What follows belongs to an exercise in optimizing a design on an open flow for small area; a production flow would make more cautious choices.
In this exercise RTL edits were held to simulation tests only and were not proved equivalent to the original.
No activity file was given, so power comes from the tool's default toggle rates.

**flow/design.v**
```verilog
package matrix_accel_pkg;
  localparam int unsigned WORD_W     = 32;
  localparam int unsigned SIZE_W     = 16;
  localparam int unsigned DEF_ADDR_W = 14;
  localparam int unsigned SA_W = 10;
  localparam int unsigned SB_W = 10;
  localparam int unsigned SC_W = 12;
  localparam logic [11:0] B_BASE_W = 12'd1024;
endpackage
module add_fa (input logic a, b, c, output logic s, co);
  assign s  = a ^ b ^ c;
  assign co = (a & b) | (a & c) | (b & c);
endmodule
module add_ha (input logic a, b, output logic s, co);
  assign s  = a ^ b;
  assign co = a & b;
endmodule
module mul_a (
  input  logic [9:0] xn,
  input  logic [9:0] yn,
  output logic [9:0] p,
  output logic        ovf
);
  logic s1;
  logic c2;
  add_fa u_s1 (.a(~(xn[0] | yn[0])), .b(~(xn[0] | yn[1])), .c(~(xn[1] | yn[0])), .s(s1), .co(c2));
  logic s3;
  logic c4;
  add_fa u_s3 (.a(~(xn[0] | yn[2])), .b(~(xn[1] | yn[1])), .c(~(xn[2] | yn[0])), .s(s3), .co(c4));
  logic s5;
  logic c6;
  add_fa u_s5 (.a(~(xn[0] | yn[3])), .b(~(xn[1] | yn[2])), .c(~(xn[2] | yn[1])), .s(s5), .co(c6));
  logic s7;
  logic c8;
  add_fa u_s7 (.a(~(xn[3] | yn[0])), .b(c4), .c(s5), .s(s7), .co(c8));
  logic s9;
  logic c10;
  add_fa u_s9 (.a(~(xn[0] | yn[4])), .b(~(xn[1] | yn[3])), .c(~(xn[2] | yn[2])), .s(s9), .co(c10));
  logic s11;
  logic c12;
  add_fa u_s11 (.a(~(xn[3] | yn[1])), .b(~(xn[4] | yn[0])), .c(c6), .s(s11), .co(c12));
  logic s13;
  logic c14;
  add_fa u_s13 (.a(s9), .b(s11), .c(c8), .s(s13), .co(c14));
  logic s15;
  logic c16;
  add_fa u_s15 (.a(~(xn[0] | yn[5])), .b(~(xn[1] | yn[4])), .c(~(xn[2] | yn[3])), .s(s15), .co(c16));
  logic s17;
  logic c18;
  add_fa u_s17 (.a(~(xn[3] | yn[2])), .b(~(xn[4] | yn[1])), .c(~(xn[5] | yn[0])), .s(s17), .co(c18));
  logic s19;
  logic c20;
  add_fa u_s19 (.a(c10), .b(s15), .c(s17), .s(s19), .co(c20));
  logic s21;
  logic c22;
  add_fa u_s21 (.a(c12), .b(s19), .c(c14), .s(s21), .co(c22));
  logic s23;
  logic c24;
  add_fa u_s23 (.a(~(xn[0] | yn[6])), .b(~(xn[1] | yn[5])), .c(~(xn[2] | yn[4])), .s(s23), .co(c24));
  logic s25;
  logic c26;
  add_fa u_s25 (.a(~(xn[3] | yn[3])), .b(~(xn[4] | yn[2])), .c(~(xn[5] | yn[1])), .s(s25), .co(c26));
  logic s27;
  logic c28;
  add_fa u_s27 (.a(~(xn[6] | yn[0])), .b(c16), .c(c18), .s(s27), .co(c28));
  logic s29;
  logic c30;
  add_fa u_s29 (.a(s23), .b(s25), .c(s27), .s(s29), .co(c30));
  logic s31;
  logic c32;
  add_fa u_s31 (.a(c20), .b(s29), .c(c22), .s(s31), .co(c32));
  logic s33;
  logic c34;
  add_fa u_s33 (.a(~(xn[0] | yn[7])), .b(~(xn[1] | yn[6])), .c(~(xn[2] | yn[5])), .s(s33), .co(c34));
  logic s35;
  logic c36;
  add_fa u_s35 (.a(~(xn[3] | yn[4])), .b(~(xn[4] | yn[3])), .c(~(xn[5] | yn[2])), .s(s35), .co(c36));
  logic s37;
  logic c38;
  add_fa u_s37 (.a(~(xn[6] | yn[1])), .b(~(xn[7] | yn[0])), .c(c24), .s(s37), .co(c38));
  logic s39;
  logic c40;
  add_fa u_s39 (.a(c26), .b(s33), .c(s35), .s(s39), .co(c40));
  logic s41;
  logic c42;
  add_fa u_s41 (.a(c28), .b(s37), .c(s39), .s(s41), .co(c42));
  logic s43;
  logic c44;
  add_fa u_s43 (.a(c30), .b(s41), .c(c32), .s(s43), .co(c44));
  logic s45;
  logic c46;
  add_fa u_s45 (.a(~(xn[0] | yn[8])), .b(~(xn[1] | yn[7])), .c(~(xn[2] | yn[6])), .s(s45), .co(c46));
  logic s47;
  logic c48;
  add_fa u_s47 (.a(~(xn[3] | yn[5])), .b(~(xn[4] | yn[4])), .c(~(xn[5] | yn[3])), .s(s47), .co(c48));
  logic s49;
  logic c50;
  add_fa u_s49 (.a(~(xn[6] | yn[2])), .b(~(xn[7] | yn[1])), .c(~(xn[8] | yn[0])), .s(s49), .co(c50));
  logic s51;
  logic c52;
  add_fa u_s51 (.a(c34), .b(c36), .c(s45), .s(s51), .co(c52));
  logic s53;
  logic c54;
  add_fa u_s53 (.a(s47), .b(s49), .c(c38), .s(s53), .co(c54));
  logic s55;
  logic c56;
  add_fa u_s55 (.a(c40), .b(s51), .c(s53), .s(s55), .co(c56));
  logic s57;
  logic c58;
  add_fa u_s57 (.a(c42), .b(s55), .c(c44), .s(s57), .co(c58));
  logic s59;
  logic c60;
  add_fa u_s59 (.a(~(xn[0] | yn[9])), .b(~(xn[1] | yn[8])), .c(~(xn[2] | yn[7])), .s(s59), .co(c60));
  logic s61;
  logic c62;
  add_fa u_s61 (.a(~(xn[3] | yn[6])), .b(~(xn[4] | yn[5])), .c(~(xn[5] | yn[4])), .s(s61), .co(c62));
  logic s63;
  logic c64;
  add_fa u_s63 (.a(~(xn[6] | yn[3])), .b(~(xn[7] | yn[2])), .c(~(xn[8] | yn[1])), .s(s63), .co(c64));
  logic s65;
  logic c66;
  add_fa u_s65 (.a(~(xn[9] | yn[0])), .b(c46), .c(c48), .s(s65), .co(c66));
  logic s67;
  logic c68;
  add_fa u_s67 (.a(c50), .b(s59), .c(s61), .s(s67), .co(c68));
  logic s69;
  logic c70;
  add_fa u_s69 (.a(s63), .b(s65), .c(c52), .s(s69), .co(c70));
  logic s71;
  logic c72;
  add_fa u_s71 (.a(s67), .b(c54), .c(s69), .s(s71), .co(c72));
  logic s73;
  logic c74;
  add_fa u_s73 (.a(c56), .b(s71), .c(c58), .s(s73), .co(c74));
  logic s75;
  logic c76;
  add_ha u_s75 (.a(c2), .b(s3), .s(s75), .co(c76));
  logic s77;
  logic c78;
  add_ha u_s77 (.a(s7), .b(c76), .s(s77), .co(c78));
  logic s79;
  logic c80;
  add_ha u_s79 (.a(s13), .b(c78), .s(s79), .co(c80));
  logic s81;
  logic c82;
  add_ha u_s81 (.a(s21), .b(c80), .s(s81), .co(c82));
  logic s83;
  logic c84;
  add_ha u_s83 (.a(s31), .b(c82), .s(s83), .co(c84));
  logic s85;
  logic c86;
  add_ha u_s85 (.a(s43), .b(c84), .s(s85), .co(c86));
  logic s87;
  logic c88;
  add_ha u_s87 (.a(s57), .b(c86), .s(s87), .co(c88));
  logic s89;
  logic c90;
  add_ha u_s89 (.a(s73), .b(c88), .s(s89), .co(c90));
  assign p = {s89, s87, s85, s83, s81, s79, s77, s75, s1, (xn[0] | yn[0])};
  assign ovf = ~(xn[1] | (&yn[9:9])) | ~(xn[2] | (&yn[9:8])) | ~(xn[3] | (&yn[9:7])) | ~(xn[4] | (&yn[9:6])) | ~(xn[5] | (&yn[9:5])) | ~(xn[6] | (&yn[9:4])) | ~(xn[7] | (&yn[9:3])) | ~(xn[8] | (&yn[9:2])) | ~(xn[9] | (&yn[9:1])) | c60 | c62 | c64 | c66 | c68 | c70 | c72 | c74 | c90;
endmodule
module mul_b (
  input  logic [9:0] xn,
  input  logic [11:0] yn,
  output logic [11:0] p,
  output logic        ovf
);
  logic s1;
  logic c2;
  add_fa u_s1 (.a(~(xn[0] | yn[2])), .b(~(xn[1] | yn[1])), .c(~(xn[2] | yn[0])), .s(s1), .co(c2));
  logic s3;
  logic c4;
  add_fa u_s3 (.a(~(xn[0] | yn[3])), .b(~(xn[1] | yn[2])), .c(~(xn[2] | yn[1])), .s(s3), .co(c4));
  logic s5;
  logic c6;
  add_fa u_s5 (.a(~(xn[3] | yn[0])), .b(c2), .c(s3), .s(s5), .co(c6));
  logic s7;
  logic c8;
  add_fa u_s7 (.a(~(xn[0] | yn[4])), .b(~(xn[1] | yn[3])), .c(~(xn[2] | yn[2])), .s(s7), .co(c8));
  logic s9;
  logic c10;
  add_fa u_s9 (.a(~(xn[3] | yn[1])), .b(~(xn[4] | yn[0])), .c(c4), .s(s9), .co(c10));
  logic s11;
  logic c12;
  add_fa u_s11 (.a(s7), .b(s9), .c(c6), .s(s11), .co(c12));
  logic s13;
  logic c14;
  add_fa u_s13 (.a(~(xn[0] | yn[5])), .b(~(xn[1] | yn[4])), .c(~(xn[2] | yn[3])), .s(s13), .co(c14));
  logic s15;
  logic c16;
  add_fa u_s15 (.a(~(xn[3] | yn[2])), .b(~(xn[4] | yn[1])), .c(~(xn[5] | yn[0])), .s(s15), .co(c16));
  logic s17;
  logic c18;
  add_fa u_s17 (.a(c8), .b(s13), .c(s15), .s(s17), .co(c18));
  logic s19;
  logic c20;
  add_fa u_s19 (.a(c10), .b(s17), .c(c12), .s(s19), .co(c20));
  logic s21;
  logic c22;
  add_fa u_s21 (.a(~(xn[0] | yn[6])), .b(~(xn[1] | yn[5])), .c(~(xn[2] | yn[4])), .s(s21), .co(c22));
  logic s23;
  logic c24;
  add_fa u_s23 (.a(~(xn[3] | yn[3])), .b(~(xn[4] | yn[2])), .c(~(xn[5] | yn[1])), .s(s23), .co(c24));
  logic s25;
  logic c26;
  add_fa u_s25 (.a(~(xn[6] | yn[0])), .b(c14), .c(c16), .s(s25), .co(c26));
  logic s27;
  logic c28;
  add_fa u_s27 (.a(s21), .b(s23), .c(s25), .s(s27), .co(c28));
  logic s29;
  logic c30;
  add_fa u_s29 (.a(c18), .b(s27), .c(c20), .s(s29), .co(c30));
  logic s31;
  logic c32;
  add_fa u_s31 (.a(~(xn[0] | yn[7])), .b(~(xn[1] | yn[6])), .c(~(xn[2] | yn[5])), .s(s31), .co(c32));
  logic s33;
  logic c34;
  add_fa u_s33 (.a(~(xn[3] | yn[4])), .b(~(xn[4] | yn[3])), .c(~(xn[5] | yn[2])), .s(s33), .co(c34));
  logic s35;
  logic c36;
  add_fa u_s35 (.a(~(xn[6] | yn[1])), .b(~(xn[7] | yn[0])), .c(c22), .s(s35), .co(c36));
  logic s37;
  logic c38;
  add_fa u_s37 (.a(c24), .b(s31), .c(s33), .s(s37), .co(c38));
  logic s39;
  logic c40;
  add_fa u_s39 (.a(c26), .b(s35), .c(s37), .s(s39), .co(c40));
  logic s41;
  logic c42;
  add_fa u_s41 (.a(c28), .b(s39), .c(c30), .s(s41), .co(c42));
  logic s43;
  logic c44;
  add_fa u_s43 (.a(~(xn[0] | yn[8])), .b(~(xn[1] | yn[7])), .c(~(xn[2] | yn[6])), .s(s43), .co(c44));
  logic s45;
  logic c46;
  add_fa u_s45 (.a(~(xn[3] | yn[5])), .b(~(xn[4] | yn[4])), .c(~(xn[5] | yn[3])), .s(s45), .co(c46));
  logic s47;
  logic c48;
  add_fa u_s47 (.a(~(xn[6] | yn[2])), .b(~(xn[7] | yn[1])), .c(~(xn[8] | yn[0])), .s(s47), .co(c48));
  logic s49;
  logic c50;
  add_fa u_s49 (.a(c32), .b(c34), .c(s43), .s(s49), .co(c50));
  logic s51;
  logic c52;
  add_fa u_s51 (.a(s45), .b(s47), .c(c36), .s(s51), .co(c52));
  logic s53;
  logic c54;
  add_fa u_s53 (.a(c38), .b(s49), .c(s51), .s(s53), .co(c54));
  logic s55;
  logic c56;
  add_fa u_s55 (.a(c40), .b(s53), .c(c42), .s(s55), .co(c56));
  logic s57;
  logic c58;
  add_fa u_s57 (.a(~(xn[0] | yn[9])), .b(~(xn[1] | yn[8])), .c(~(xn[2] | yn[7])), .s(s57), .co(c58));
  logic s59;
  logic c60;
  add_fa u_s59 (.a(~(xn[3] | yn[6])), .b(~(xn[4] | yn[5])), .c(~(xn[5] | yn[4])), .s(s59), .co(c60));
  logic s61;
  logic c62;
  add_fa u_s61 (.a(~(xn[6] | yn[3])), .b(~(xn[7] | yn[2])), .c(~(xn[8] | yn[1])), .s(s61), .co(c62));
  logic s63;
  logic c64;
  add_fa u_s63 (.a(~(xn[9] | yn[0])), .b(c44), .c(c46), .s(s63), .co(c64));
  logic s65;
  logic c66;
  add_fa u_s65 (.a(c48), .b(s57), .c(s59), .s(s65), .co(c66));
  logic s67;
  logic c68;
  add_fa u_s67 (.a(s61), .b(s63), .c(c50), .s(s67), .co(c68));
  logic s69;
  logic c70;
  add_fa u_s69 (.a(s65), .b(c52), .c(s67), .s(s69), .co(c70));
  logic s71;
  logic c72;
  add_fa u_s71 (.a(c54), .b(s69), .c(c56), .s(s71), .co(c72));
  logic s73;
  logic c74;
  add_fa u_s73 (.a(~(xn[0] | yn[10])), .b(~(xn[1] | yn[9])), .c(~(xn[2] | yn[8])), .s(s73), .co(c74));
  logic s75;
  logic c76;
  add_fa u_s75 (.a(~(xn[3] | yn[7])), .b(~(xn[4] | yn[6])), .c(~(xn[5] | yn[5])), .s(s75), .co(c76));
  logic s77;
  logic c78;
  add_fa u_s77 (.a(~(xn[6] | yn[4])), .b(~(xn[7] | yn[3])), .c(~(xn[8] | yn[2])), .s(s77), .co(c78));
  logic s79;
  logic c80;
  add_fa u_s79 (.a(~(xn[9] | yn[1])), .b(c58), .c(c60), .s(s79), .co(c80));
  logic s81;
  logic c82;
  add_fa u_s81 (.a(c62), .b(s73), .c(s75), .s(s81), .co(c82));
  logic s83;
  logic c84;
  add_fa u_s83 (.a(s77), .b(c64), .c(s79), .s(s83), .co(c84));
  logic s85;
  logic c86;
  add_fa u_s85 (.a(c66), .b(s81), .c(c68), .s(s85), .co(c86));
  logic s87;
  logic c88;
  add_fa u_s87 (.a(s83), .b(s85), .c(c70), .s(s87), .co(c88));
  logic s89;
  logic c90;
  add_fa u_s89 (.a(~(xn[0] | yn[11])), .b(~(xn[1] | yn[10])), .c(~(xn[2] | yn[9])), .s(s89), .co(c90));
  logic s91;
  logic c92;
  add_fa u_s91 (.a(~(xn[3] | yn[8])), .b(~(xn[4] | yn[7])), .c(~(xn[5] | yn[6])), .s(s91), .co(c92));
  logic s93;
  logic c94;
  add_fa u_s93 (.a(~(xn[6] | yn[5])), .b(~(xn[7] | yn[4])), .c(~(xn[8] | yn[3])), .s(s93), .co(c94));
  logic s95;
  logic c96;
  add_fa u_s95 (.a(~(xn[9] | yn[2])), .b(c74), .c(c76), .s(s95), .co(c96));
  logic s97;
  logic c98;
  add_fa u_s97 (.a(c78), .b(s89), .c(s91), .s(s97), .co(c98));
  logic s99;
  logic c100;
  add_fa u_s99 (.a(s93), .b(c80), .c(s95), .s(s99), .co(c100));
  logic s101;
  logic c102;
  add_fa u_s101 (.a(c82), .b(s97), .c(c84), .s(s101), .co(c102));
  logic s103;
  logic c104;
  add_fa u_s103 (.a(s99), .b(c86), .c(s101), .s(s103), .co(c104));
  logic s105;
  logic c106;
  add_ha u_s105 (.a(~(xn[0] | yn[1])), .b(~(xn[1] | yn[0])), .s(s105), .co(c106));
  logic s107;
  logic c108;
  add_ha u_s107 (.a(s1), .b(c106), .s(s107), .co(c108));
  logic s109;
  logic c110;
  add_ha u_s109 (.a(s5), .b(c108), .s(s109), .co(c110));
  logic s111;
  logic c112;
  add_ha u_s111 (.a(s11), .b(c110), .s(s111), .co(c112));
  logic s113;
  logic c114;
  add_ha u_s113 (.a(s19), .b(c112), .s(s113), .co(c114));
  logic s115;
  logic c116;
  add_ha u_s115 (.a(s29), .b(c114), .s(s115), .co(c116));
  logic s117;
  logic c118;
  add_ha u_s117 (.a(s41), .b(c116), .s(s117), .co(c118));
  logic s119;
  logic c120;
  add_ha u_s119 (.a(s55), .b(c118), .s(s119), .co(c120));
  logic s121;
  logic c122;
  add_ha u_s121 (.a(s71), .b(c120), .s(s121), .co(c122));
  logic s123;
  logic c124;
  add_fa u_s123 (.a(c72), .b(s87), .c(c122), .s(s123), .co(c124));
  logic s125;
  logic c126;
  add_fa u_s125 (.a(c88), .b(s103), .c(c124), .s(s125), .co(c126));
  assign p = {s125, s123, s121, s119, s117, s115, s113, s111, s109, s107, s105, ~(xn[0] | yn[0])};
  assign ovf = ~(xn[1] | (&yn[11:11])) | ~(xn[2] | (&yn[11:10])) | ~(xn[3] | (&yn[11:9])) | ~(xn[4] | (&yn[11:8])) | ~(xn[5] | (&yn[11:7])) | ~(xn[6] | (&yn[11:6])) | ~(xn[7] | (&yn[11:5])) | ~(xn[8] | (&yn[11:4])) | ~(xn[9] | (&yn[11:3])) | c90 | c92 | c94 | c96 | c98 | c100 | c102 | c104 | c126;
endmodule
module matrix_sram_loader
(
  input  logic              clk,
  input  logic              rst,
  input  logic              cfg_valid,
  output logic              cfg_ready,
  input  logic [15:0]       cfg_size_a,
  input  logic [15:0]       cfg_size_b,
  input  logic [15:0]       cfg_size_c,
  input  logic [31:0]       s_data,
  input  logic              s_valid,
  output logic              s_ready,
  output logic [13:0]       avm_address,
  output logic              avm_chipselect,
  output logic              avm_write,
  output logic [31:0]       avm_writedata,
  output logic [3:0]        avm_byteenable,
  input  logic              avm_waitrequest,
  output logic              mult_start,
  input  logic              mult_valid,
  output logic              busy,
  output logic              error
);
  localparam int unsigned SA_W = matrix_accel_pkg::SA_W;
  localparam int unsigned SB_W = matrix_accel_pkg::SB_W;
  localparam int unsigned SC_W = matrix_accel_pkg::SC_W;
  localparam logic [2:0] ST_IDLE0 = 3'b000;
  localparam logic [2:0] ST_IDLE  = 3'b001;
  localparam logic [2:0] ST_HDR   = 3'b010;
  localparam logic [2:0] ST_LOADA = 3'b110;
  localparam logic [2:0] ST_LOADB = 3'b111;
  localparam logic [2:0] ST_START = 3'b100;
  localparam logic [2:0] ST_WAIT  = 3'b101;
  logic [2:0]      st_q, st_d;
  logic [SA_W-1:0] sa_q;
  logic [SB_W-1:0] sb_q;
  logic [SC_W-1:0] sc_q;
  logic            error_q;
  logic            wr_q, wr_d;
  logic [11:0]     wa_q, wa_d;    
  logic [31:0]     wd_q, wd_d;
  logic            st_idle, st_busy, st_load, st_loadb;
  logic            wr_done, wr_req, reject, last;
  logic [SA_W-1:0] ma;
  logic [SB_W-1:0] mb;
  logic [SC_W-1:0] mc;
  logic [9:0]      pa;
  logic [11:0]     pb;
  logic            ovf_a, ovf_b;
  logic [12:0]     wa_inc;
  assign st_idle  = (st_q == ST_IDLE);
  assign st_busy  = st_q[2] | st_q[1];
  assign st_load  = st_q[2] & st_q[1];
  assign st_loadb = (st_q == ST_LOADB);
  assign wr_done  = wr_q & ~avm_waitrequest;
  assign wa_inc   = 13'(wa_q) + 13'd1;
  assign ma = st_busy ? sa_q : cfg_size_a[SA_W-1:0];
  assign mb = st_busy ? sb_q : cfg_size_b[SB_W-1:0];
  assign mc = st_busy ? sc_q : cfg_size_c[SC_W-1:0];
  mul_a u_mul_a (
    .xn(~mb), .yn(~ma), .p(pa), .ovf(ovf_a)
  );
  mul_b u_mul_b (
    .xn(~mb), .yn(~mc), .p(pb), .ovf(ovf_b)
  );
  assign reject = (cfg_size_a[SA_W-1:0] == '0) | (cfg_size_b[SB_W-1:0] == '0) |
                  (cfg_size_c[SC_W-1:0] == '0) |
                  (|cfg_size_a[15:SA_W]) | (|cfg_size_b[15:SB_W]) | (|cfg_size_c[15:SC_W]) |
                  ovf_a | ovf_b | (pb[11] & pb[10] & (|pb[9:0]));
  assign last = st_loadb ? ({wa_inc[12:10] - 3'd1, wa_inc[9:0]} == {1'b0, pb})
                         : (wa_q[9:0] == pa);
  always_comb begin
    st_d   = st_q;
    wr_req = 1'b0;
    wa_d   = wa_inc[11:0];
    wd_d   = s_data;
    case (st_q)
      ST_IDLE0: st_d = ST_IDLE;
      ST_IDLE:  if (cfg_valid && !reject) st_d = ST_HDR;
      ST_HDR: begin
        if (!wr_q) begin
          wr_req = 1'b1;
          wa_d   = '0;
          wd_d   = {{(16-SB_W){1'b0}}, sb_q, {(16-SA_W){1'b0}}, sa_q};
        end else if (wr_done) begin
          if (!wa_q[0]) begin
            wr_req = 1'b1;
            wd_d   = {{(32-SC_W){1'b0}}, sc_q};
          end else begin
            st_d = ST_LOADA;
          end
        end
      end
      ST_LOADA, ST_LOADB: begin
        wr_req = s_valid & ~wr_q;
        if (st_loadb && (wa_q[11:10] == 2'b00)) wa_d = matrix_accel_pkg::B_BASE_W;
        if (wr_done && last) st_d = st_loadb ? ST_START : ST_LOADB;
      end
      ST_START: st_d = ST_WAIT;
      ST_WAIT:  if (mult_valid) st_d = ST_IDLE;
      default:  st_d = ST_IDLE;
    endcase
    wr_d = wr_req | (wr_q & avm_waitrequest);
  end
  always_ff @(posedge clk or posedge rst) begin
    if (rst) begin
      st_q    <= ST_IDLE0;
      error_q <= 1'b0;
      wr_q    <= 1'b0;
      wa_q    <= '0;
      wd_q    <= '0;
    end else begin
      st_q    <= st_d;
      error_q <= st_idle & cfg_valid & reject;
      wr_q    <= wr_d;
      if (wr_req) begin
        wa_q <= wa_d;
        wd_q <= wd_d;
      end
    end
  end
  always_ff @(posedge clk) begin
    sa_q <= ma;
    sb_q <= mb;
    sc_q <= mc;
  end
  assign cfg_ready      = st_idle;
  assign busy           = st_busy;
  assign mult_start     = (st_q == ST_START);
  assign s_ready        = st_load & ~wr_q;
  assign error          = error_q;
  assign avm_address    = {wa_q, 2'b00};
  assign avm_write      = wr_q;
  assign avm_chipselect = wr_q;
  assign avm_writedata  = wd_q;
  assign avm_byteenable = {4{wr_q}};
endmodule
```
**flow/flow/run.sh**
```bash
#!/bin/bash
# The standard layout (standard.sh, standard synthesis unchanged) with
# two changes that only pick smaller cells: the port buffers are buf_1 cells,
# and clock tree synthesis uses clkbuf_8 cells and adds no dummy loads.
export BUFFER_PORTS_ARGS="-buffer_cell sky130_fd_sc_hd__buf_1"
export CTS_ARGS="-sink_clustering_enable -repair_clock_nets -dont_use_dummy_load -buf_list sky130_fd_sc_hd__clkbuf_8"
bash standard.sh > standard.log 2>&1
```
**flow/standard.sh**
```bash
#!/bin/bash
# synth_recipe.tcl (not shown) runs the flow's synth.tcl, then flattens the netlist and writes it again
# the make line also repeats each setting of config.mk as NAME=value (left out here)
make -C /OpenROAD-flow-scripts/flow DESIGN_CONFIG=/design/flow/config.mk WORK_HOME=/design/flow/orfs CLKGATE_MAP_FILE= SYNTH_SCRIPT=/design/flow/synth_recipe.tcl "${@:-finish}"
```
**flow/config.mk**
```make
export PLATFORM = sky130hd
export DESIGN_NAME = matrix_sram_loader
export DESIGN_NICKNAME = matrix_sram_loader
export VERILOG_FILES = /design/flow/design.v
export SDC_FILE = /design/flow/constraint.sdc
export NUM_CORES = 4
export LEC_CHECK = 0
export CAP_MARGIN = 20
export CORE_MARGIN = 2
export CORE_UTILIZATION = 55
export SLEW_MARGIN = 20
```
**flow/constraint.sdc**
```tcl
create_clock -name core_clock -period 11.0 [get_ports {clk}]
set_input_delay 2.2000 -clock core_clock [delete_from_list [all_inputs] [get_ports {clk}]]
set_output_delay 2.2000 -clock core_clock [all_outputs]
set_load 0.01 [all_outputs]
```
==> flow_summary.yaml, run 1 <==
run_status:
  status: "timing/DRC/antenna clean"
synth:
  synth_cells: 872
  ys_types: 60
  synth_warnings: 1
  synth_area_leaders: "fa_1, dfrtp_1, dfxtp_1"
  ys_async_sr_fraction_pct: 60.5
  yosysMostFrequentCell: "nand2_1"
  synthTopCellsByCount: "nand2_1, nor2_1, inv_1"
  ys_seq_area_share_pct: 25.3
  synth-seq-cells: 81
  avgSynthCellArea_um2: 8.46
  yosys.area.top_type_share_pct: 24.7
  synth_edf_count: 0
  syn_area_um2: 7370
  yosys.area.top_type: "fa_1"
  ys.flop_type: "dfrtp_1"
sta:
  worst_pin_slew_ns: 1.04
  setup_violations: 0
  tns_ns: 0
  slew_headroom_pct: 30.8
  finalHoldViolCount: 0
  finClkSkew_ns: 0.0355
  finalMaxSlewViolations: 0
  fmax_ghz: 0.116
  min_period_over_period_pct: 78.6
  finalCriticalPeriod_ns: 8.65
  rsz0062_at_grt: "false"
clock_network:
  ctsHoldBuffers: 0
  htreeDepth: 3
  path_clk_slew_ns: 0.08
  clk_latency_ns: 0.38
  cts_made_buffers: 9
  cts_buffer_depth: 2
  cts_resized: 0
  cts_tree: "yes"
  numClockSinks: 81
  root_buffer: "clkbuf_8"
  postCtsSetupBuffers: 0
die:
  die_y_um: 120
  die_x_um: 120
  coreArea_um2: 13200
  start_util_pct: 55.9
  io_pins: 143
  die_area_um2: 14400
  placementRows: 42
global_routing:
  grt_pass1_vias: 6499
  grt_remaining_overflow: 0
  antenna_found_initial: 0
  grt_pass1_wl_um: 34900
  grt_usage_pct: 32.3
  grt_start_max_net_pins: 55
critical_path:
  arrival_ns: 8.86
  r2r_cells: 23
  startpoint_type: "flop"
  critPathKind: "flop to flop"
  end_kind: "flop"
  cp_data_required_time_ns: 11.22
  cp_max_fo: 42
layout:
  nets: 1173
  fin_util_pct: 61.1
  area_growth_syn_to_layout_pct: 9.25
  regArea_um2: 1870
  drive_above_1_share_pct: 2.97
  diodes: 0
  multi_input_area_um2: 4890
  fillers: 1247
drt:
  wl_um: 22600
  viasPerCell: 5.74
  antenna_left: 0
  firstDrtPassIters: 6
  drt_iter0_markers: 632
  vias: 6607
  wl_per_cell_um: 19.7
  drc: 0
job:
  maxCapViolCount: 0
power:
  cellPowerDensity_nw_per_um2: 347
  p_total_mw: 2.79
  power_leakage_nw: 3.76
  peakVddDrop_v: 0.000350
min_path:
  min_path_cells: 2
  hp-class: "flop to flop"
placement:
  io_buffers: 140
  gp_congestion: 0.970
  hpwl_um: 18400
[placed cells by master (no fill, tap or decap), types with 3 or more instances in the layout]
master    count
or3b_1        3
nand3_1       9
o21ai_1      21
nor3_1        6
xnor2_1      13
clkbuf_8      9
xor2_1       16
nor2_1      111
and2_1        9
and3_1       13
nand2_1     141
buf_1       140
mux2i_1      18
nand4_1      11
inv_2         5
o21ai_0      30
a31oi_1       3
a22oi_1       3
inv_1       103
o31ai_1      13
o22ai_1      12
or3b_2        3
nor4_1       22
dfxtp_1      32
a21oi_1      18
fa_1         91
a221oi_1      4
o221ai_1      3
nor2b_1       5
nor3b_1       3
ha_1         19
dfrtp_1      49
or3_1         4
[where the power goes]
group          switching (mW)  internal (mW)
logic                    1.27          0.928
clock network           0.105         0.0733
registers              0.0626          0.353
[final cells by class]
| class | instances | share of cell area, % |
|---|---|---|
| tap | 176 | 2.73 |
| multi-input combinational | 634 | 60.8 |
| timing repair buffer | 142 | 6.71 |
| sequential | 81 | 23.2 |
| clock buffer | 9 | 1.54 |
| inverter | 109 | 5.09 |
[metrics by stage]
step           cell area (um^2)  hold WS [ns]  setup slack, ns  instances
4_1_cts                    8060         0.487             2.37       1151
2_1_floorplan              7380         0.465             2.63        873
6_report                   8060         0.484             2.35       1151
3_5_place_dp               7930         0.470             1.99       1142
5_1_grt                    8060         0.505             1.93       1151
3_3_place_gp               7930         0.459             2.22       1142
[sequential cells by signal (all words and copies together) (netlist names)]
signal	count
wd_q	32
sc_q	12
wa_q	12
sa_q	10
sb_q	10
st_q	3
error_q	1
wr_q	1
[cell families after synthesis]
family                   Yosys count  synth area share [%]
XOR/XNOR                          29                  3.44
AO/OA/AOI/OAI                    120                  9.98
flip-flops                        81                  25.3
adder cells (fa/ha/maj)          110                  27.9
buffers and inverters            158                  8.52
AND/OR/NAND/NOR                  353                  22.0
multiplexers                      20                  2.78
other                              1                0.0509
[path summary, 6_finish.rpt]
check / startpoint / end / slack, ns
max: st_q[2]$_DFFE_PP0P_ / st_q[1]$_DFFE_PP0P_ / 2.35
max in group asynchronous: rst / wd_q[16]$_DFFE_PP0P_ / 8.51
min in group asynchronous: rst / wd_q[24]$_DFFE_PP0P_ / 1.96
min reg2reg: wd_q[31]$_DFFE_PP0P_ / wd_q[31]$_DFFE_PP0P_ / 0.48
max reg2reg: st_q[2]$_DFFE_PP0P_ / st_q[1]$_DFFE_PP0P_ / 2.35
min: wd_q[31]$_DFFE_PP0P_ / wd_q[31]$_DFFE_PP0P_ / 0.48
[critical path: stages, from the launching register on]
cell	delay, ns
dfrtp_1	1.03
nor2_4	0.15
inv_2	0.74
mux2i_2	0.90
nor2_1	0.16
fa_1	0.52
fa_1	0.40
fa_1	0.40
fa_1	0.39
fa_1	0.40
fa_1	0.40
fa_1	0.38
inv_1	0.07
fa_1	0.40
inv_1	0.07
ha_1	0.16
fa_1	0.17
inv_1	0.05
fa_1	0.48
xor2_1	0.18
nor4_1	0.24
nand4_1	0.12
nor4_1	0.44
o221ai_1	0.21
[metal layers]
| layer | part of all wire [%] | global-route usage [%] |
|---|---|---|
| met1 | 41 | 41.7 |
| met2 | 49 | 54.3 |
| met3 | 6.4 | 5.89 |
| met4 | 3.5 | 12.0 |
| met5 | 0 | 0 |
==> inputs of run 2 (changes only) <==
--- a/flow/config.mk
+++ b/flow/config.mk
@@ -11 +11,2 @@
 export SLEW_MARGIN = 20
+export SYNTH_HIERARCHICAL = 1
==> run 2 against run 1 <==
Register-to-register slack worse by 0.36 ns. Via count is 6.8% lower. Final cell count is 7.8% lower. Critical path type is now primary input to flop. Critical endpoint is now st_q[0]$_DFFE_PP0P_.
==> flow_summary.yaml, run 2 <==
sta:
  fmax_ghz: 0.103
  finalMaxSlewViolations: 0
  tns_ns: 0
  setup_violations: 0
  finClkSkew_ns: 0.0306
  slew_headroom_pct: 25.0
  min_period_over_period_pct: 88.1
  finalCriticalPeriod_ns: 9.69
  rsz0062_at_grt: "false"
  worst_pin_slew_ns: 1.09
  finalHoldViolCount: 0
global_routing:
  grt_use_met2_pct: 47.1
  grt_usage_pct: 29.4
  grt-busiest-layer: "met2"
  grt_pass1_vias: 6278
  grt_pass1_wl_um: 32400
  grt_start_max_net_pins: 79
  met3_usage_pct: 2.99
  antenna_found_initial: 1
  use_met1_pct: 40.1
  grt_remaining_overflow: 0
critical_path:
  crit_chain: "buf_1 -> mux2i_2 -> nor2_1 -> fa_1 -> fa_1 -> fa_1 -> fa_1 -> fa_1 -> fa_1 -> fa_1 -> fa_1 -> ha_1 -> fa_1 -> fa_1 -> or4_4 -> nor4_2 -> nand4_1 -> or4_1 -> nor4_1 -> nand4_1 -> a311oi_1 -> nand3_1 -> o21ai_0 -> a211oi_1"
  slowest_stage: "mux2i_2"
  max_stage_delay_ns: 0.65
  end_kind: "flop"
  cp_max_fo: 13
  arrival_ns: 9.90
  cp_data_required_time_ns: 11.21
  critPathTopFamily: "adder cells"
  critPathKind: "primary input to flop"
  cp_common_cell: "fa_1"
  startpoint_type: "primary input"
  worst-path-buf-inv: 1
power:
  peakVddDrop_v: 0.000108
  power_leakage_nw: 3.76
  cellPowerDensity_nw_per_um2: 153
drt:
  viasPerCell: 5.80
  wl_um: 20100
  wl_per_cell_um: 18.9
  drt_iter0_markers: 522
  vias: 6157
  drc: 0
  antenna_left: 0
  firstDrtPassIters: 5
clock_network:
  cts_tree: "yes"
  cts_resized: 0
  ctsHoldBuffers: 0
  htreeDepth: 3
  clk_latency_ns: 0.37
  path_clk_slew_ns: 0.08
  root_buffer: "clkbuf_8"
  numClockSinks: 81
  postCtsSetupBuffers: 0
  cts_made_buffers: 9
  cts_buffer_depth: 2
placement:
  gp_congestion: 0.909
  io_buffers: 140
  hpwl_um: 15600
die:
  die_y_um: 119
  placementRows: 41
  start_util_pct: 56.8
  coreArea_um2: 12700
  die_area_um2: 14100
  die_x_um: 119
  io_pins: 143
layout:
  largest_reg_flops: 32
  largestRegisters: "wd_q x32, sc_q x12, wa_q x12"
  area_growth_syn_to_layout_pct: 8.51
  max_flop_register: "wd_q"
  final_common_cell: "nor2_1"
  nets: 1086
  drive_above_1_share_pct: 5.86
  final_cell_mix: "nor2_1, buf_1, fa_1, nand2_1, dfrtp_1"
  fin_util_pct: 61.7
job:
  maxCapViolCount: 0
synth:
  synth_warnings: 7
  syn_area_um2: 7230
  synth_area_leaders: "fa_1, dfrtp_1, dfxtp_1"
  yosysMostFrequentCell: "nor2_1"
  synth-seq-cells: 81
  ys_types: 58
  yosys.area.top_type_share_pct: 25.2
  synth_edf_count: 0
  ys.flop_type: "dfrtp_1"
  yosys.area.top_type: "fa_1"
  synthTopCellsByCount: "nor2_1, fa_1, nand2_1"
  synth_cells: 798
  ys_seq_area_share_pct: 25.8
  ys_async_sr_fraction_pct: 60.5
  avgSynthCellArea_um2: 9.06
run_status:
  status: "timing/DRC/antenna clean"
min_path:
  hp-class: "flop to flop"
-- run 2: changes by cell type after synthesis, moves of 14 or more --
cell,before,now
nand2_1,141,62
o21ai_0,31,17
buf_4,7,29
inv_1,104,42
nor2_1,111,163
mux2i_1,18,35
-- run 2: path summary, 6_finish.rpt --
path / from / cells past startpoint / slack (ns) / endpoint
setup / recovery: cfg_size_b[0] / 24 / 1.31 / st_q[0]$_DFFE_PP0P_
hold / removal: wd_q[23]$_DFFE_PP0P_ / 2 / 0.49 / wd_q[23]$_DFFE_PP0P_
setup reg to reg: st_q[1]$_DFFE_PP0P_ / 26 / 1.99 / st_q[0]$_DFFE_PP0P_
hold reg to reg: wd_q[23]$_DFFE_PP0P_ / 2 / 0.49 / wd_q[23]$_DFFE_PP0P_
max in group asynchronous: rst / 2 / 8.49 / wd_q[10]$_DFFE_PP0P_
min in group asynchronous: rst / 2 / 1.98 / wd_q[8]$_DFFE_PP0P_
-- run 2: power breakdown --
group	internal [mW]	switching, mW
registers	0.387	0.0906
clock network	0.0734	0.104
logic	0.189	0.357
-- run 2: per-stage QoR --
| step | instances | hold WS, ns | setup slack, ns | total power, mW | cell area, um^2 |
|---|---|---|---|---|---|
| floorplan | 799 | 0.444 | 1.86 | 0.860 | 7240 |
| finish | 1061 | 0.488 | 1.31 | 1.20 | 7850 |
| global placement | 1051 | 0.458 | 1.21 | 1.01 | 7720 |
| CTS | 1060 | 0.488 | 1.36 | 1.20 | 7840 |
| global route | 1060 | 0.508 | 0.977 | 1.29 | 7850 |
| detailed placement | 1051 | 0.470 | 1.01 | 1.02 | 7720 |
-- run 2: layer usage --
metal | vias to the layer above | wire (um)
li1 | 2812 | -
met1 | 3039 | 8610
met2 | 259 | 9560
met3 | 45 | 1100
met4 | 2 | 805
met5 | - | 13
-- run 2: cell families after synthesis --
kind of cell    count (synthesis)  synth area share [%]
compound gates                117                  10.8
xor+xnor                       24                  2.91
fa+ha+maj                     110                  28.5
buf+inv                       126                  8.44
flops                          81                  25.8
mux                            35                  4.84
other cells                     1                0.0519
simple gates                  304                  18.7
-- run 2: per-module statistics from Yosys, one instance, submodules excluded --
module | copies in the design | cells inside | flops+latches | cell area (um^2)
add_ha | 17 | 1 | 0 | 12.5
mul_a | 1 | 93 | 0 | 432
matrix_sram_loader | 1 | 482 | 81 | 4240
add_fa | 91 | 1 | 0 | 20.0
mul_b | 1 | 115 | 0 | 527
-- run 2: layout make-up --
cell class / count / area [um^2]
Antenna cell: 1 / 2.50
Clock buffer: 9 / 124
Fill cell: 1182 / 4870
Inverter: 42 / 159
Multi-Input combinational cell: 592 / 4770
Sequential cell: 81 / 1870
Tap cell: 172 / 215
Timing Repair Buffer: 164 / 706
-- run 2: worst min-delay path, stage by stage (launching register included) --
cell and delay (ns):
dfrtp_1 0.35, nand2_1 0.05, o21ai_0 0.06
==> inputs of run 3 (changes only) <==
==> flow/flow/run.sh (replaced) <==
#!/bin/bash
# The standard layout (standard.sh, standard synthesis unchanged) with
# changes that only pick smaller cells: the port buffers are buf_1 cells;
# clock tree synthesis uses clkbuf_8 cells and adds no dummy loads; global
# placement is not timing driven (so it adds no buffers), but still starts by
# removing synthesis's buffers.
export BUFFER_PORTS_ARGS="-buffer_cell sky130_fd_sc_hd__buf_1"
export CTS_ARGS="-sink_clustering_enable -repair_clock_nets -dont_use_dummy_load -buf_list sky130_fd_sc_hd__clkbuf_8"
export PRE_GLOBAL_PLACE_TCL="$PWD/flow/pre_gp.tcl"
bash standard.sh > standard.log 2>&1
==> flow/flow/pre_gp.tcl (new file) <==
# Before global placement: remove the buffers synthesis inserted, as the
# standard flow does when its placement is timing driven.
remove_buffers
--- a/flow/config.mk
+++ b/flow/config.mk
@@ -10,2 +10,3 @@
 export CORE_UTILIZATION = 55
+export GPL_TIMING_DRIVEN = 0
 export SLEW_MARGIN = 20
==> run 3 against run 2 <==
Via count down 1.8%. Synthesized area stayed put. Utilization barely moved. Critical endpoint unchanged. Synthesized cell count unchanged. Routed wire length fell by 2.4%. Final cell count decreased by 1.7%. Clock skew shrank 0.0024 ns.
==> flow_summary.yaml, run 3 <==
drt:
  vias: 6046
  firstDrtPassIters: 5
  wl_per_cell_um: 18.8
  antenna_left: 0
  drt_iter0_markers: 445
  wl_um: 19600
  viasPerCell: 5.80
  drc: 0
die:
  coreArea_um2: 12700
  die_x_um: 119
  io_pins: 143
  start_util_pct: 56.8
  placementRows: 41
  die_area_um2: 14100
  die_y_um: 119
power:
  cellPowerDensity_nw_per_um2: 152
  peakVddDrop_v: 0.0000982
  p_total_mw: 1.19
  power_leakage_nw: 3.72
layout:
  final_cell_mix: "nor2_1, buf_1, fa_1, nand2_1, dfrtp_1"
  largest_reg_flops: 32
  multi_input_area_um2: 4850
  fillers: 1180
  drive_above_1_share_pct: 5.17
  regArea_um2: 1870
  largestRegisters: "wd_q x32, sc_q x12, wa_q x12"
  nets: 1069
  max_flop_register: "wd_q"
  area_growth_syn_to_layout_pct: 8.56
  diodes: 0
  final_common_cell: "nor2_1"
synth:
  synth_area_leaders: "fa_1, dfrtp_1, dfxtp_1"
  synth-seq-cells: 81
  yosysMostFrequentCell: "nor2_1"
  synth_cells: 798
  yosys.area.top_type_share_pct: 25.2
  ys_types: 58
  ys.flop_type: "dfrtp_1"
  synth_edf_count: 0
  ys_async_sr_fraction_pct: 60.5
  ys_seq_area_share_pct: 25.8
  synthTopCellsByCount: "nor2_1, fa_1, nand2_1"
  avgSynthCellArea_um2: 9.06
  synth_warnings: 7
  yosys.area.top_type: "fa_1"
  syn_area_um2: 7230
sta:
  setup_violations: 0
  tns_ns: 0
  fmax_ghz: 0.102
  finalHoldViolCount: 0
  rsz0062_at_grt: "false"
  worst_pin_slew_ns: 1.11
  min_period_over_period_pct: 88.8
  finClkSkew_ns: 0.0282
  setup_ws_ns: 1.23
  slew_headroom_pct: 23.8
  finalMaxSlewViolations: 0
  finalCriticalPeriod_ns: 9.77
global_routing:
  grt_pass1_wl_um: 32200
  grt_start_max_net_pins: 80
  antenna_found_initial: 0
  grt_remaining_overflow: 0
  grt_pass1_vias: 6140
  grt_usage_pct: 29.2
placement:
  gp_congestion: 0.879
  dp_slack_ns: 0.632
  io_buffers: 140
  hpwl_um: 15200
clock_network:
  postCtsSetupBuffers: 0
  root_buffer: "clkbuf_8"
  cts_tree: "yes"
  cts_made_buffers: 9
  numClockSinks: 81
  clk_latency_ns: 0.38
  cts_resized: 0
  ctsHoldBuffers: 0
  path_clk_slew_ns: 0.09
  htreeDepth: 3
  cts_buffer_depth: 2
min_path:
  hp-class: "flop to flop"
critical_path:
  arrival_ns: 9.98
  cp_max_fo: 11
  r2r_setup_slack_ns: 1.64
  startpoint_type: "primary input"
  end_kind: "flop"
  critPathKind: "primary input to flop"
  cp_data_required_time_ns: 11.21
job:
  maxCapViolCount: 0
run_status:
  status: "timing/DRC/antenna clean"
## run 3: logic make-up after synthesis
family / synth area share, %
simple gates: 18.7
flops: 25.8
xor+xnor: 2.91
mux: 4.84
fa+ha+maj: 28.5
compound gates: 10.8
other cells: 0.0519
buf+inv: 8.44
## run 3: area by class of cell
class	instances	area share, %
inverters	42	2.01
flip-flops and latches	81	23.8
well taps	172	2.74
clock buffers	9	1.58
multi-input cells	592	61.8
repair buffers	147	8.10
## run 3: critical path, stage by stage
cell	delay [ns]
buf_1	0.08
mux2i_1	0.82
nor2_1	0.12
fa_1	0.42
fa_1	0.48
fa_1	0.42
fa_1	0.42
fa_1	0.39
fa_1	0.39
fa_1	0.39
fa_1	0.45
ha_1	0.22
fa_1	0.40
fa_1	0.38
or4_4	0.42
nor4_2	0.17
nand4_1	0.15
or4_1	0.60
nor4_1	0.22
nand4_1	0.13
a311oi_1	0.31
nand3_1	0.21
o21ai_0	0.12
a211oi_1	0.06
## run 3: final timing paths
kind	startpoint	to	depth (start not counted)
setup / recovery	cfg_size_c[1]	st_q[0]$_DFFE_PP0P_	24
hold / removal	wd_q[2]$_DFFE_PP0P_	wd_q[2]$_DFFE_PP0P_	2
setup reg to reg	st_q[1]$_DFFE_PP0P_	st_q[0]$_DFFE_PP0P_	26
hold reg to reg	wd_q[2]$_DFFE_PP0P_	wd_q[2]$_DFFE_PP0P_	2
max in group asynchronous	rst	wd_q[1]$_DFFE_PP0P_	3
min in group asynchronous	rst	wa_q[5]$_DFFE_PP0P_	2
## run 3: metrics by stage
stage	cells	instance area (um^2)	hold slack (ns)	utilization, %
floorplan	799	7240	0.444	-
global placement	1027	7520	0.461	59.1
detailed placement	1033	7720	0.470	60.7
CTS	1042	7840	0.491	61.6
global route	1043	7850	0.512	61.7
finish	1043	7850	0.490	61.7
## run 3: modules after synthesis (local to each module, per instance)
| module | cells inside | times used |
|---|---|---|
| add_fa | 1 | 91 |
| add_ha | 1 | 17 |
| mul_a | 93 | 1 |
| matrix_sram_loader | 482 | 1 |
| mul_b | 115 | 1 |
## run 3: routing by layer
layer	global-route usage, %	vias up	share of wire, %
li1	-	2780	-
met1	40.4	3041	45
met2	48.6	192	49
met3	3.23	33	4.3
met4	8.71	0	2.2
met5	0	-	0
## run 3: where the power goes
group	internal (mW)	switching [mW]	total, mW
sequential	0.387	0.0913	0.478
clock	0.0733	0.102	0.175
combinational	0.181	0.355	0.536
==> inputs of run 4 (changes only) <==
--- a/flow/flow/run.sh
+++ b/flow/flow/run.sh
@@ -5,3 +5,4 @@
 # placement is not timing driven (so it adds no buffers), but still starts by
-# removing synthesis's buffers.
+# removing synthesis's buffers; before the resizer's repairs every cell gets
+# the smallest drive strength of its function.
 export BUFFER_PORTS_ARGS="-buffer_cell sky130_fd_sc_hd__buf_1"
@@ -9,2 +10,3 @@
 export PRE_GLOBAL_PLACE_TCL="$PWD/flow/pre_gp.tcl"
+export PRE_RESIZE_TCL="$PWD/flow/pre_resize.tcl"
 bash standard.sh > standard.log 2>&1
==> flow/flow/pre_resize.tcl (new file) <==
# Before the resizer repairs slew, capacitance and fanout: give every cell
# the smallest drive strength of its own function (same base cell name), so
# that only the repairs that timing and electrical rules need remain.
set dont_use $::env(DONT_USE_CELLS)
set masters [dict create]
foreach lib [[ord::get_db] getLibs] {
  foreach master [$lib getMasters] {
    set name [$master getName]
    if {[lsearch -exact $dont_use $name] >= 0} { continue }
    if {[regexp {^(sky130_fd_sc_hd__[a-z0-9]+)_([0-9]+)$} $name -> base drive]} {
      if {![dict exists $masters $base] ||
          [$master getWidth] < [[dict get $masters $base] getWidth]} {
        dict set masters $base $master
      }
    }
  }
}
set swapped 0
foreach inst [[ord::get_db_block] getInsts] {
  set master [$inst getMaster]
  if {[$master getType] ne "CORE"} { continue }
  if {![regexp {^(sky130_fd_sc_hd__[a-z0-9]+)_([0-9]+)$} [$master getName] -> base drive]} { continue }
  if {![dict exists $masters $base]} { continue }
  set small [dict get $masters $base]
  if {[$small getWidth] < [$master getWidth]} {
    $inst swapMaster $small
    incr swapped
  }
}
puts "pre_resize: gave $swapped cells a smaller drive strength"
==> run 4 against run 3 <==
Still clean. Die area unchanged. Hold slack worse by 0.0038 ns. Critical endpoint unchanged. Sequential share of layout area up 0.16 points. Clock power about the same. Synthesized cell count unchanged. Largest cell class unchanged. Global-route usage down 0.31 points. Routed wire length down 1.2%. Setup slack worse by 0.25 ns. Sequential cell count unchanged.
==> flow_summary.yaml, run 4 <==
clock_network:
  numClockSinks: 81
  path_clk_slew_ns: 0.07
  cts_resized: 0
  ctsHoldBuffers: 0
  htreeDepth: 3
  cts_tree: "yes"
  postCtsSetupBuffers: 0
  cts_made_buffers: 9
  cts_buffer_depth: 2
  clk_latency_ns: 0.37
  root_buffer: "clkbuf_8"
drt:
  vias: 5992
  dr.max_layer_used: "met4"
  firstDrtPassIters: 5
  wl_met2_um: 9340
  drc: 0
  wl_met1_um: 8290
  route.met3.wl_um: 1110
  wl_um: 19400
  antenna_left: 0
  wl_per_cell_um: 18.6
  drt_iter0_markers: 426
  viasPerCell: 5.75
synth:
  yosysMostFrequentCell: "nor2_1"
  synth_edf_count: 0
  synth_area_leaders: "fa_1, dfrtp_1, dfxtp_1"
  ys.flop_type: "dfrtp_1"
  ys_async_sr_fraction_pct: 60.5
  syn_area_um2: 7230
  synth-seq-cells: 81
  yosys.area.top_type_share_pct: 25.2
  ys_seq_area_share_pct: 25.8
  ys_types: 58
  synthTopCellsByCount: "nor2_1, fa_1, nand2_1"
  synth_cells: 798
  synth_warnings: 7
  avgSynthCellArea_um2: 9.06
  yosys.area.top_type: "fa_1"
power:
  power_frac_comb_pct: 44.9
  switching_power_uw: 543
  cellPowerDensity_nw_per_um2: 152
  power_leakage_nw: 3.71
  p_int_uw: 640
  p_seq_share_pct: 40.3
  peakVddDrop_v: 0.0000970
  clockPowerShare_pct: 14.8
  p_sw_share_pct: 45.9
layout:
  largestRegisters: "wd_q x32, sc_q x12, wa_q x12"
  diodes: 0
  regArea_um2: 1870
  drive_above_1_share_pct: 3.91
  final_cell_mix: "nor2_1, buf_1, fa_1, nand2_1, dfrtp_1"
  nets: 1068
  largest_reg_flops: 32
  area_growth_syn_to_layout_pct: 7.84
  fin_util_pct: 61.3
  fillers: 1204
  multi_input_area_um2: 4800
  max_flop_register: "wd_q"
  final_common_cell: "nor2_1"
  fin_cells: 1042
critical_path:
  worst-path-buf-inv: 1
  critPathKind: "primary input to flop"
  arrival_ns: 10.22
  end_kind: "flop"
  cp_max_fo: 11
  cp_data_required_time_ns: 11.20
  slowest_stage: "mux2i_1"
  r2r_setup_slack_ns: 1.51
  max_stage_delay_ns: 0.84
  startpoint_type: "primary input"
  crit_chain: "buf_1 -> mux2i_1 -> nor2_1 -> fa_1 -> fa_1 -> fa_1 -> fa_1 -> fa_1 -> fa_1 -> fa_1 -> fa_1 -> ha_1 -> fa_1 -> fa_1 -> or4_1 -> nor4_1 -> nand4_1 -> or4_1 -> nor4_1 -> nand4_1 -> a311oi_1 -> nand3_1 -> o21ai_0 -> a211oi_1"
  cp_common_cell: "fa_1"
  critPathTopFamily: "adder cells"
global_routing:
  grt_usage_pct: 28.9
  grt_start_max_net_pins: 80
  grt_remaining_overflow: 0
  grt_pass1_wl_um: 31800
  antenna_found_initial: 0
  grt_pass1_vias: 6153
placement:
  dp.cells: 1033
  gp_congestion: 0.879
  io_buffers: 140
  hpwl_um: 15100
sta:
  finalHoldViolCount: 0
  rsz0062_at_grt: "false"
  finClkSkew_ns: 0.0344
  finalCriticalPeriod_ns: 10.01
  slew_headroom_pct: 21.5
  worst_pin_slew_ns: 1.15
  hold_ws_ns: 0.486
  min_period_over_period_pct: 91.0
  finalMaxSlewViolations: 0
  setup_violations: 0
  fmax_ghz: 0.0999
die:
  start_util_pct: 56.8
  io_pins: 143
  die_area_um2: 14100
  die_y_um: 119
  placementRows: 41
  die_x_um: 119
  coreArea_um2: 12700
job:
  maxCapViolCount: 0
run_status:
  status: "timing/DRC/antenna clean"
min_path:
  hp-class: "flop to flop"
[run 4: cells by family after synthesis]
family	count (synthesis)	share of synthesized area, %
simple gates	304	18.7
buf+inv	126	8.44
compound gates	117	10.8
fa+ha+maj	110	28.5
flops	81	25.8
mux	35	4.84
xor+xnor	24	2.91
other cells	1	0.0519
[run 4: stage by stage]
stage          total power, mW  area, um^2  worst slack [ns]  TNS [ns]
2_1_floorplan            0.860        7240              1.86         0
3_3_place_gp             0.990        7520             -1.08     -2.86
3_5_place_dp              1.01        7670             0.572         0
4_1_cts                   1.19        7800             0.936         0
5_1_grt                   1.28        7800             0.497         0
6_report                  1.18        7800             0.988         0
[run 4: cell type report]
class | count | share of cell area, %
multi-input combinational | 592 | 61.6
tap | 172 | 2.76
sequential | 81 | 23.9
inverter | 42 | 2.02
clock buffer | 9 | 1.59
timing repair buffer | 146 | 8.09
[run 4: final timing paths]
kind,to,depth (start not counted),from
max in group asynchronous,wd_q[1]$_DFFE_PP0P_,3,rst
setup / recovery,st_q[0]$_DFFE_PP0P_,24,cfg_size_c[3]
hold reg to reg,wd_q[15]$_DFFE_PP0P_,2,wd_q[15]$_DFFE_PP0P_
hold / removal,wd_q[15]$_DFFE_PP0P_,2,wd_q[15]$_DFFE_PP0P_
min in group asynchronous,wa_q[5]$_DFFE_PP0P_,2,rst
setup reg to reg,st_q[0]$_DFFE_PP0P_,26,st_q[1]$_DFFE_PP0P_
[run 4: power by group through the flow]
stage / clock (mW) / sequential [mW] / combinational (mW)
floorplan: 0 / 0.474 / 0.385
global placement: 0 / 0.477 / 0.513
detailed placement: 0 / 0.484 / 0.528
CTS: 0.181 / 0.477 / 0.530
global route: 0.193 / 0.491 / 0.594
finish: 0.175 / 0.477 / 0.531
[run 4: worst min-delay path, stage by stage (launching register included)]
cell,delay [ns]
dfrtp_1,0.34
nand2_1,0.05
o21ai_0,0.06
[run 4: Yosys stat by module, one instance, submodules excluded]
module,cells,flops+latches,copies in the design,area [um^2]
add_fa,1,0,91,20.0
add_ha,1,0,17,12.5
matrix_sram_loader,482,81,1,4240
mul_a,93,0,1,432
mul_b,115,0,1,527
[run 4: routing by layer]
layer | vias up | GRT usage [%]
li1 | 2766 | -
met1 | 2979 | 39.5
met2 | 210 | 46.3
met3 | 37 | 4.87
met4 | 0 | 11.0
met5 | - | 0
==> inputs of run 5 (changes only) <==
--- a/flow/config.mk
+++ b/flow/config.mk
@@ -7,3 +7,3 @@
 export LEC_CHECK = 0
-export CAP_MARGIN = 20
+export CAP_MARGIN = 0
 export CORE_MARGIN = 2
@@ -11,3 +11,3 @@
 export GPL_TIMING_DRIVEN = 0
-export SLEW_MARGIN = 20
+export SLEW_MARGIN = 0
 export SYNTH_HIERARCHICAL = 1
==> run 5 against run 4 <==
Synthesized area is the same. Critical endpoint unchanged. Design area is essentially flat. Utilization shrank 0.059 points. Largest cell class unchanged.
==> flow_summary.yaml, run 5 <==
run_status:
  status: "timing/DRC/antenna clean"
die:
  coreArea_um2: 12700
  io_pins: 143
  die_area_um2: 14100
  placementRows: 41
  die_x_um: 119
  die_y_um: 119
  start_util_pct: 56.8
critical_path:
  startpoint_type: "primary input"
  worst-path-buf-inv: 1
  r2r_setup_slack_ns: 1.46
  worst-path-stages: 24
  arrival_ns: 10.30
  max_stage_delay_ns: 0.93
  cp_common_cell: "fa_1"
  reg2reg_to: "st_q[0]$_DFFE_PP0P_"
  crit_chain: "buf_1 -> mux2i_1 -> nor2_1 -> fa_1 -> fa_1 -> fa_1 -> fa_1 -> fa_1 -> fa_1 -> fa_1 -> fa_1 -> ha_1 -> fa_1 -> fa_1 -> or4_1 -> nor4_1 -> nand4_1 -> or4_1 -> nor4_1 -> nand4_1 -> a311oi_1 -> nand3_1 -> o21ai_0 -> a211oi_1"
  cp_data_required_time_ns: 11.22
  r2r_cells: 25
  cp_max_fo: 11
  end_kind: "flop"
  slowest_stage: "mux2i_1"
  critPathKind: "primary input to flop"
  timing.rr.start: "st_q[1]$_DFFE_PP0P_"
  critPathTopFamily: "adder cells"
clock_network:
  root_buffer: "clkbuf_8"
  cts_buffer_depth: 2
  path_clk_slew_ns: 0.09
  cts_made_buffers: 9
  clk_latency_ns: 0.37
  ctsHoldBuffers: 0
  numClockSinks: 81
  cts_tree: "yes"
  htreeDepth: 3
  postCtsSetupBuffers: 0
  cts_resized: 0
sta:
  finalCriticalPeriod_ns: 10.08
  finalHoldViolCount: 0
  finClkSkew_ns: 0.0289
  rsz0062_at_grt: "false"
  slew_headroom_pct: 17.2
  hold_ws_ns: 0.484
  worst_pin_slew_ns: 1.21
  min_period_over_period_pct: 91.6
  setup_violations: 0
  finalMaxSlewViolations: 0
  fmax_ghz: 0.0992
synth:
  ys_async_sr_fraction_pct: 60.5
  synth_warnings: 7
  synth_area_leaders: "fa_1, dfrtp_1, dfxtp_1"
  ys.flop_type: "dfrtp_1"
  synthTopCellsByCount: "nor2_1, fa_1, nand2_1"
  yosys.area.top_type: "fa_1"
  synth_cells: 798
  ys_types: 58
  ys_seq_area_share_pct: 25.8
  synth-seq-cells: 81
  syn_area_um2: 7230
  yosys.area.top_type_share_pct: 25.2
  yosysMostFrequentCell: "nor2_1"
  synth_edf_count: 0
  avgSynthCellArea_um2: 9.06
layout:
  regArea_um2: 1870
  drive_above_1_share_pct: 4.23
  fillers: 1186
  final_cell_mix: "nor2_1, buf_1, fa_1, nand2_1, dfrtp_1"
  area_growth_syn_to_layout_pct: 7.73
  fin_util_pct: 61.2
  multi_input_area_um2: 4760
  nets: 1072
  max_flop_register: "wd_q"
  diodes: 0
  largest_reg_flops: 32
  largestRegisters: "wd_q x32, sc_q x12, wa_q x12"
  fin_cells: 1046
  final_common_cell: "nor2_1"
global_routing:
  grt_pass1_wl_um: 32100
  antenna_found_initial: 0
  grt_usage_pct: 29.1
  grt_pass1_vias: 6199
  grt_remaining_overflow: 0
  grt_start_max_net_pins: 43
placement:
  dp.cells: 1037
  io_buffers: 140
  gp_congestion: 0.879
  hpwl_um: 15300
min_path:
  hold_end: "wd_q[4]$_DFFE_PP0P_"
  min-delay-start: "wd_q[4]$_DFFE_PP0P_"
  min_path_cells: 2
  hp-class: "flop to flop"
power:
  cellPowerDensity_nw_per_um2: 154
  power_leakage_nw: 3.72
  peakVddDrop_v: 0.0000798
drt:
  vias: 6030
  wl_per_cell_um: 18.7
  drt_iter0_markers: 392
  drc: 0
  wl_um: 19600
  viasPerCell: 5.76
  antenna_left: 0
  firstDrtPassIters: 5
job:
  maxCapViolCount: 0
-- run 5: cell count changes in the layout (fill, tap and decap cells not counted), sizes merged --
cell / before / now
buf: 146 / 150
-- run 5: kinds of logic after synthesis --
group                    count (synthesis)  synth area share, %
AO/OA/AOI/OAI                          117                 10.8
XOR/XNOR                                24                 2.91
adder cells (fa/ha/maj)                110                 28.5
buffers and inverters                  126                 8.44
flip-flops                              81                 25.8
multiplexers                            35                 4.84
other                                    1               0.0519
AND/OR/NAND/NOR                        304                 18.7
-- run 5: report_power, final --
part / switching (mW) / total [mW] / internal, mW
registers: 0.0897 / 0.477 / 0.387
clock network: 0.105 / 0.178 / 0.0734
logic: 0.354 / 0.542 / 0.189
-- run 5: layout make-up --
| cell class | instances | area share [%] |
|---|---|---|
| multi-input combinational | 592 | 61.1 |
| clock buffer | 9 | 1.59 |
| sequential | 81 | 24.0 |
| tap | 172 | 2.76 |
| timing repair buffer | 150 | 8.58 |
| inverter | 42 | 2.02 |
-- run 5: tightest hold or removal path, delay by kind of cell (launching register included) --
kind | cells | cell delay [ns]
simple gates | 1 | 0.05
flops | 1 | 0.35
compound gates | 1 | 0.05
-- run 5: worst max path at each step --
stage,startpoint,end,slack [ns]
floorplan,cfg_size_b[0],st_q[0]$_DFFE_PP0P_,1.86
global placement,st_q[1]$_DFFE_PP0P_,st_q[0]$_DFFE_PP0P_,-1.08
detailed placement,cfg_size_c[3],st_q[0]$_DFFE_PP0P_,0.56
CTS,cfg_size_c[3],st_q[0]$_DFFE_PP0P_,0.94
global route,cfg_size_c[3],st_q[0]$_DFFE_PP0P_,0.56
finish,cfg_size_c[2],st_q[0]$_DFFE_PP0P_,0.92
-- run 5: Yosys stat by module (local to each module, per instance) --
module	times used	cells inside	area (um^2)	flops+latches
matrix_sram_loader	1	482	4240	81
mul_b	1	115	527	0
mul_a	1	93	432	0
add_fa	91	1	20.0	0
add_ha	17	1	12.5	0
-- run 5: stage by stage --
stage | total power, mW | instance area, um^2 | setup TNS [ns] | worst slack [ns]
CTS | 1.20 | 7780 | 0 | 0.939
finish | 1.20 | 7790 | 0 | 0.924
global placement | 0.990 | 7520 | -2.86 | -1.08
detailed placement | 1.02 | 7660 | 0 | 0.560
floorplan | 0.860 | 7240 | 0 | 1.86
global route | 1.29 | 7790 | 0 | 0.559
-- run 5: routing by layer --
metal / global-route usage [%] / routed length [um] / up-vias
met5: 0 / 0 / -
met4: 11.2 / 597 / 0
met3: 3.38 / 1020 / 41
met2: 47.0 / 9370 / 217
met1: 40.4 / 8570 / 2994
li1: - / - / 2778
==> inputs of run 6 (changes only) <==
--- a/flow/flow/run.sh
+++ b/flow/flow/run.sh
@@ -8,3 +8,3 @@
 export BUFFER_PORTS_ARGS="-buffer_cell sky130_fd_sc_hd__buf_1"
-export CTS_ARGS="-sink_clustering_enable -repair_clock_nets -dont_use_dummy_load -buf_list sky130_fd_sc_hd__clkbuf_8"
+export CTS_ARGS="-sink_clustering_enable -repair_clock_nets -dont_use_dummy_load -buf_list sky130_fd_sc_hd__clkbuf_16 -sink_clustering_size 81 -sink_clustering_max_diameter 500"
 export PRE_GLOBAL_PLACE_TCL="$PWD/flow/pre_gp.tcl"
==> run 6 against run 5 <==
Sequential share of layout area is 0.31 points lower. Register-to-register slack better by 0.04 ns. Clock power is 44% higher. Via count is 0.33% higher. Design area is 1.3% higher. Critical path depth stayed put. Final cell count stayed put. Hold slack worse by 0.0050 ns. Non-clock buffer count stayed put. Die area stayed put.
==> flow_summary.yaml, run 6 <==
synth:
  synthTopCellsByCount: "nor2_1, fa_1, nand2_1"
  ys_seq_area_share_pct: 25.8
  synth_cells: 798
  ys_types: 58
  synth_edf_count: 0
  ys_async_sr_fraction_pct: 60.5
  synth_area_leaders: "fa_1, dfrtp_1, dfxtp_1"
  synth-seq-cells: 81
  syn_area_um2: 7230
  yosys.area.top_type: "fa_1"
min_path:
  hp-class: "flop to flop"
  min_path_cells: 2
  hold_end: "wd_q[4]$_DFFE_PP0P_"
critical_path:
  critPathTopFamily: "adder cells"
  startpoint_type: "primary input"
  worst-path-buf-inv: 1
  r2r_cells: 25
  slowest_stage: "mux2i_1"
  max_stage_delay_ns: 0.85
  cp_data_required_time_ns: 11.19
  cp_common_cell: "fa_1"
  timing.rr.start: "st_q[1]$_DFFE_PP0P_"
  end_kind: "flop"
layout:
  drive_above_1_share_pct: 4.23
  largest_reg_flops: 32
  area_growth_syn_to_layout_pct: 9.13
  diodes: 0
  final_cell_mix: "nor2_1, buf_1, fa_1, nand2_1, dfrtp_1"
  max_flop_register: "wd_q"
  largestRegisters: "wd_q x32, sc_q x12, wa_q x12"
global_routing:
  grt_pass1_wl_um: 32200
  grt_pass1_vias: 6221
  grt_usage_pct: 29.2
  grt_start_max_net_pins: 43
  antenna_found_initial: 0
  grt_remaining_overflow: 0
sta:
  fmax_ghz: 0.0992
  min_period_over_period_pct: 91.7
  setup_violations: 0
  worst_pin_slew_ns: 1.15
  finalHoldViolCount: 0
  finalCriticalPeriod_ns: 10.08
  slew_headroom_pct: 21.3
  setup_ws_ns: 0.916
  finalMaxSlewViolations: 0
power:
  peakVddDrop_v: 0.0000832
  power_leakage_nw: 3.77
  cellPowerDensity_nw_per_um2: 162
die:
  die_y_um: 119
  placementRows: 41
  coreArea_um2: 12700
clock_network:
  cts_buffer_depth: 2
  postCtsSetupBuffers: 0
  cts_resized: 0
  root_buffer: "clkbuf_16"
  cts_tree: "yes"
  path_clk_slew_ns: 0.06
  ctsHoldBuffers: 0
  numClockSinks: 81
drt:
  drt_iter0_markers: 460
  vias: 6050
  antenna_left: 0
  firstDrtPassIters: 5
  drc: 0
  wl_um: 19600
  wl_per_cell_um: 18.7
placement:
  gp_congestion: 0.879
  hpwl_um: 15300
  dp_slack_ns: 0.560
job:
  maxCapViolCount: 0
run_status:
  status: "timing/DRC/antenna clean"
-- run 6: cell types whose count changed in the layout (fill, tap and decap cells not counted) --
cell / change
clkbuf_8: -9
clkbuf_16: +9
-- run 6: routing by layer --
metal / track usage [%] / vias to the layer above / share of wire, %
met3: 3.91 / 36 / 5.7
li1: - / 2785 / -
met5: 0 / - / 0
met1: 40.0 / 3015 / 44
met2: 47.0 / 214 / 48
met4: 11.8 / 0 / 2.9
-- run 6: worst reg2reg max path, delay by kind of cell, from the launching register on --
kind	cells	cell delay [ns]
mux	1	0.97
compound gates	3	0.51
flops	1	0.53
fa+ha+maj	11	4.45
simple gates	9	2.64
buf+inv	1	0.28
-- run 6: how the worst max path moves through the flow --
stage / start / end / depth (start not counted)
after floorplan: cfg_size_b[0] / st_q[0]$_DFFE_PP0P_ / 24
after global placement: st_q[1]$_DFFE_PP0P_ / st_q[0]$_DFFE_PP0P_ / 24
after detailed placement: cfg_size_c[3] / st_q[0]$_DFFE_PP0P_ / 24
after CTS: cfg_size_c[3] / st_q[0]$_DFFE_PP0P_ / 24
after global routing: cfg_size_c[3] / st_q[0]$_DFFE_PP0P_ / 24
final: cfg_size_c[3] / st_q[0]$_DFFE_PP0P_ / 24
-- run 6: layout make-up --
class | count | area (um^2) | share of cell area, %
Timing Repair Buffer | 150 | 668 | 8.47
Clock buffer | 9 | 225 | 2.85
Multi-Input combinational cell | 592 | 4760 | 60.3
Tap cell | 172 | 215 | 2.73
Inverter | 42 | 158 | 2.00
Sequential cell | 81 | 1870 | 23.7
-- run 6: logic make-up after synthesis --
family / Yosys count / share of synthesized area, %
XOR/XNOR: 24 / 2.91
adder cells (fa/ha/maj): 110 / 28.5
AO/OA/AOI/OAI: 117 / 10.8
AND/OR/NAND/NOR: 304 / 18.7
multiplexers: 35 / 4.84
other: 1 / 0.0519
flip-flops: 81 / 25.8
buffers and inverters: 126 / 8.44
-- run 6: per-stage QoR --
stage	hold slack (ns)	util [%]	setup TNS (ns)	instances	cell area, um^2
after detailed placement	0.467	60.2	0	1037	7660
after global placement	0.461	59.1	-2.86	1027	7520
after CTS	0.481	62.0	0	1046	7880
final	0.479	62.0	0	1046	7890
after floorplan	0.444	-	0	799	7240
after global routing	0.510	62.0	0	1046	7890
-- run 6: per-module statistics from Yosys, one instance, submodules excluded --
module	cells inside	flops+latches	copies in the design	cell area [um^2]
mul_b	115	0	1	527
matrix_sram_loader	482	81	1	4240
add_fa	1	0	91	20.0
add_ha	1	0	17	12.5
mul_a	93	0	1	432
-- run 6: where the power goes --
group / total [mW] / internal [mW] / switching [mW]
clock: 0.256 / 0.144 / 0.113
combinational: 0.541 / 0.189 / 0.353
sequential: 0.478 / 0.388 / 0.0906

## afterwards: timing with drivers on the ports
No port has a modelled driver above. Below, the same layouts with a new extraction and two added sets of constraints. Step 1, drivers: a clkbuf_16 drives clk and a buf_2 each remaining input, both assumed. Step 2 times the ports against the registers' clock, not the clock port: input delays grow and output delays shrink by t, the midpoint of the rising clock arrivals with the driver on. Slacks: no drivers / after step 1 / after step 2; pairs: no drivers / after step 1.
run | t, ns | setup slack, ns
run 1 | 0.402 | 2.353 / 2.353 / 2.022
run 2 | 0.386 | 1.307 / 1.316 / 0.930
run 3 | 0.393 | 1.235 / 1.227 / 0.834
run 4 | 0.388 | 0.988 / 0.993 / 0.605
run 5 | 0.392 | 0.924 / 0.918 / 0.526
run 6 | 0.368 | 0.916 / 0.927 / 0.559
After both steps every run listed still meets setup and hold.
